What follows belongs to an exercise in optimizing a design on an open flow for small area and a short achievable clock period; a production flow would make more cautious choices.
RTL that was checked went through simulation tests only; none was proved equivalent to the original.

Setup of v31:
Design aes_round_core, start of the top module:
module aes_round_core (
	input logic i_clk,
	input logic i_rst,
	input logic i_valid,
	input logic i_decrypt,
	input logic i_skip_mix,
	input aes_gf_pkg::aes_state_t i_state,
	output logic o_valid,
	output aes_gf_pkg::aes_state_t o_state
);
	localparam int N_SB = 3;
	aes_gf_pkg::aes_state_t lane_bytes;
	aes_gf_pkg::aes_state_t mixed;
	logic [N_SB:0] valid_d;
	logic [N_SB:0] dec_d;
	logic [N_SB:0] skip_d;
	assign valid_d[0] = i_valid;
	assign dec_d[0] = i_decrypt;
	assign skip_d[0] = i_skip_mix;
	for (genvar i = 0; i < N_SB; i++)
	begin : g_ctrl
		always_ff @(posedge i_clk)
		begin
			dec_d[i+1] <= dec_d[i];
			skip_d[i+1] <= skip_d[i];
			if (i_rst)
				valid_d[i+1] <= 1'b0;
			else
				valid_d[i+1] <= valid_d[i];
		end
	end
	aes_sbox_lane_s u_lane0 (
		.i_clk(i_clk),
		.i_dec_in(dec_d[0]),
		.i_dec_out(dec_d[2]),
		.i_byte_enc(i_state[127:120]),
		.o_byte(lane_bytes[127:120])
	);
	aes_sbox_lane u_lane1 (
		.i_clk(i_clk),
		.i_dec_in(dec_d[0]),
		.i_dec_out(dec_d[2]),
		.i_byte_enc(i_state[87:80]),
		.i_byte_dec(i_state[23:16]),
		.o_byte(lane_bytes[119:112])
	);
	aes_sbox_lane_s u_lane2 (
		.i_clk(i_clk),
		.i_dec_in(dec_d[0]),
		.i_dec_out(dec_d[2]),
		.i_byte_enc(i_state[47:40]),
		.o_byte(lane_bytes[111:104])
	);
	aes_sbox_lane u_lane3 (
		.i_clk(i_clk),
		.i_dec_in(dec_d[0]),
		.i_dec_out(dec_d[2]),
		.i_byte_enc(i_state[7:0]),
		.i_byte_dec(i_state[71:64]),
		.o_byte(lane_bytes[103:96])
	);
	aes_sbox_lane_s u_lane4 (
		.i_clk(i_clk),
		.i_dec_in(dec_d[0]),
		.i_dec_out(dec_d[2]),
		.i_byte_enc(i_state[95:88]),
		.o_byte(lane_bytes[95:88])
	);
	aes_sbox_lane u_lane5 (
		.i_clk(i_clk),
		.i_dec_in(dec_d[0]),
		.i_dec_out(dec_d[2]),
		.i_byte_enc(i_state[55:48]),
		.i_byte_dec(i_state[119:112]),
		.o_byte(lane_bytes[87:80])
	);
	aes_sbox_lane_s u_lane6 (
		.i_clk(i_clk),
		.i_dec_in(dec_d[0]),
		.i_dec_out(dec_d[2]),
  ...
export LEC_CHECK = 0
export CAP_MARGIN = 20
export CORE_MARGIN = 2
export CORE_UTILIZATION = 50
export PLACE_DENSITY = 0.75
export SETUP_SLACK_MARGIN = 3.0
export SLEW_MARGIN = 20
export SYNTH_HIERARCHICAL = 1
create_clock -name core_clock -period 5.5 [get_ports {i_clk}]
standard.sh (not shown) runs the stock make flow with config.mk's settings and CLKGATE_MAP_FILE= SYNTH_SCRIPT=/design/flow/synth_recipe.tcl, a recipe that flattens the netlist after the stock synthesis.
==> flow/flow/run.sh <==
#!/bin/bash
# The standard layout (the standard.sh, all ORFS steps unchanged), except
# that buffer_ports uses buf_1 cells for the input and output port buffers
# instead of the delay buffer it picks by default; repair still resizes them.
set -e
export BUFFER_PORTS_ARGS="-buffer_cell sky130_fd_sc_hd__buf_1"
bash standard.sh > standard.log 2>&1
v31 went all the way through the flow, and no timing, DRC or antenna check failed.
What v8 does differently from v31 at the input level:
- a change of CORE_UTILIZATION from 50 to 40
- a deleted PLACE_DENSITY that had been 0.75
- a change of SETUP_SLACK_MARGIN from 3.0 to 3.1
==> comparison <==
Time the final worst path needs with I/O delays and setup in v8 is 0.15 ns below v31. Ratio of routed vias to standard cells: v8 vs v31 down 5.9%. Total non-filler cell area in the finished layout for v8 is higher than for v31. Of v31 and v8, the higher largest driver fanout on the critical path belongs to v8. Relative to v31, the die area measured on v8 has increased by more than 10%.
Input changes introduced in v36 (baseline for comparison: v8):
- setting GPL_ROUTABILITY_DRIVEN to 0 for the first time
- changing SETUP_SLACK_MARGIN from 3.1 to 3.0
--- outcome ---
v36 vs v8 — final setup slack of the worst path dropped 0.077 ns. Any difference in met3 track demand over resource in global routing between v8 and v36 is small enough to ignore. Reported for v8 and v36, net count after synthesis turned out identical to the last digit. On number of instances in the placed design, v8 and v36 are basically level. Delta (v36 minus v8): initial antenna violation count lower; finished layout cell area lower.
[inputs] v43 vs v36
- a change of CAP_MARGIN from 20 to 10
- a change of SLEW_MARGIN from 20 to 10
- a deleted GPL_ROUTABILITY_DRIVEN that had been 0
Findings:
v43 went all the way through the flow, and no timing, DRC or antenna check failed.
Diff v36..v43 | number of buffers and inverters on the critical path | negligible
Diff v43..v36 | total number of clock tree sinks | unchanged
v36 -> v43: clock skew delta 0, exact match

========
Setup of job 101:
Another version of the RTL of aes_round_core (not shown whole).
Size in the first run: ~450 flip-flops, about 260 I/O pins.
clock: 5.5 ns
lec_check: 0
cap_margin: 20
core_margin: 2
core_utilization: 40
setup_slack_margin: 3.2
slew_margin: 20
run.sh (not shown) runs the stock make flow with config.mk's settings and CLKGATE_MAP_FILE= SYNTH_SCRIPT=/design/flow/synth_recipe.tcl, a recipe that flattens the netlist after the stock synthesis.
Stock flow here: none of the scripts above is used.
Job 101 | status: complete | timing, DRC, antenna: pass
The following lists how job 102 was set up differently from job 101:
Settings: SETUP_SLACK_MARGIN: 3.2 -> 3.6.
==> comparison <==
Job 102: no failed stages, no open violations at the end. The run with more routed wire is job 102, not job 101. Summary of job 102 over job 101: layout overhead on the synthesized area increased 6.7 points, register bit count reported by yosys essentially unchanged, number of standard cells in the layout, taps in and fillers out increased 1.1%. Max arrival time at the worst endpoint across job 102 and job 101: job 101. Compared with job 101, in job 102 global-route wire length before repair picked up an extra 2.8%, proportion of layout cells with a drive suffix above 1 picked up an extra 4.7 points. In the flow results for job 102 and job 101, the global-route usage is larger on job 102.
Function was not checked in any run of this note: the RTL went through the layout flow alone.

==> separate check: timing with driven ports <==
The flow's constraints put no driver on any port. The routed layouts listed below were extracted and timed again, unchanged, in two steps. Step 1, drivers: a clkbuf_16 drives i_clk and a buf_2 each remaining input, both assumed. Step 2 moves the port delays by t, midway between the first and last clock arrival at a register: inputs arrive t later, outputs are due t later. That takes back most of the time a late clock gives input paths. Three values: ideal ports, drivers, drivers and shift; two values: the first two.
run | t, ns | setup WS [ns] | slew at the worst register clock pin (ns)
v31 | 0.667 | 2.990 / 2.990 / 2.777 | 0.07 / 0.07
v8 | 0.702 | 3.143 / 3.131 / 2.838 | 0.07 / 0.07
v36 | 0.704 | 3.066 / 3.066 / 2.584 | 0.07 / 0.07
v43 | 0.704 | 3.066 / 3.066 / 2.584 | 0.07 / 0.07
job 101 | 0.708 | 2.787 / 2.636 / 1.928 | 0.07 / 0.07
job 102 | 0.701 | 2.838 / 2.727 / 2.026 | 0.06 / 0.06
After both steps setup and hold are still met in every run listed. The setup slack of job 101, which loses most, moves by -0.151 ns with the drivers and by -0.859 ns with both steps.
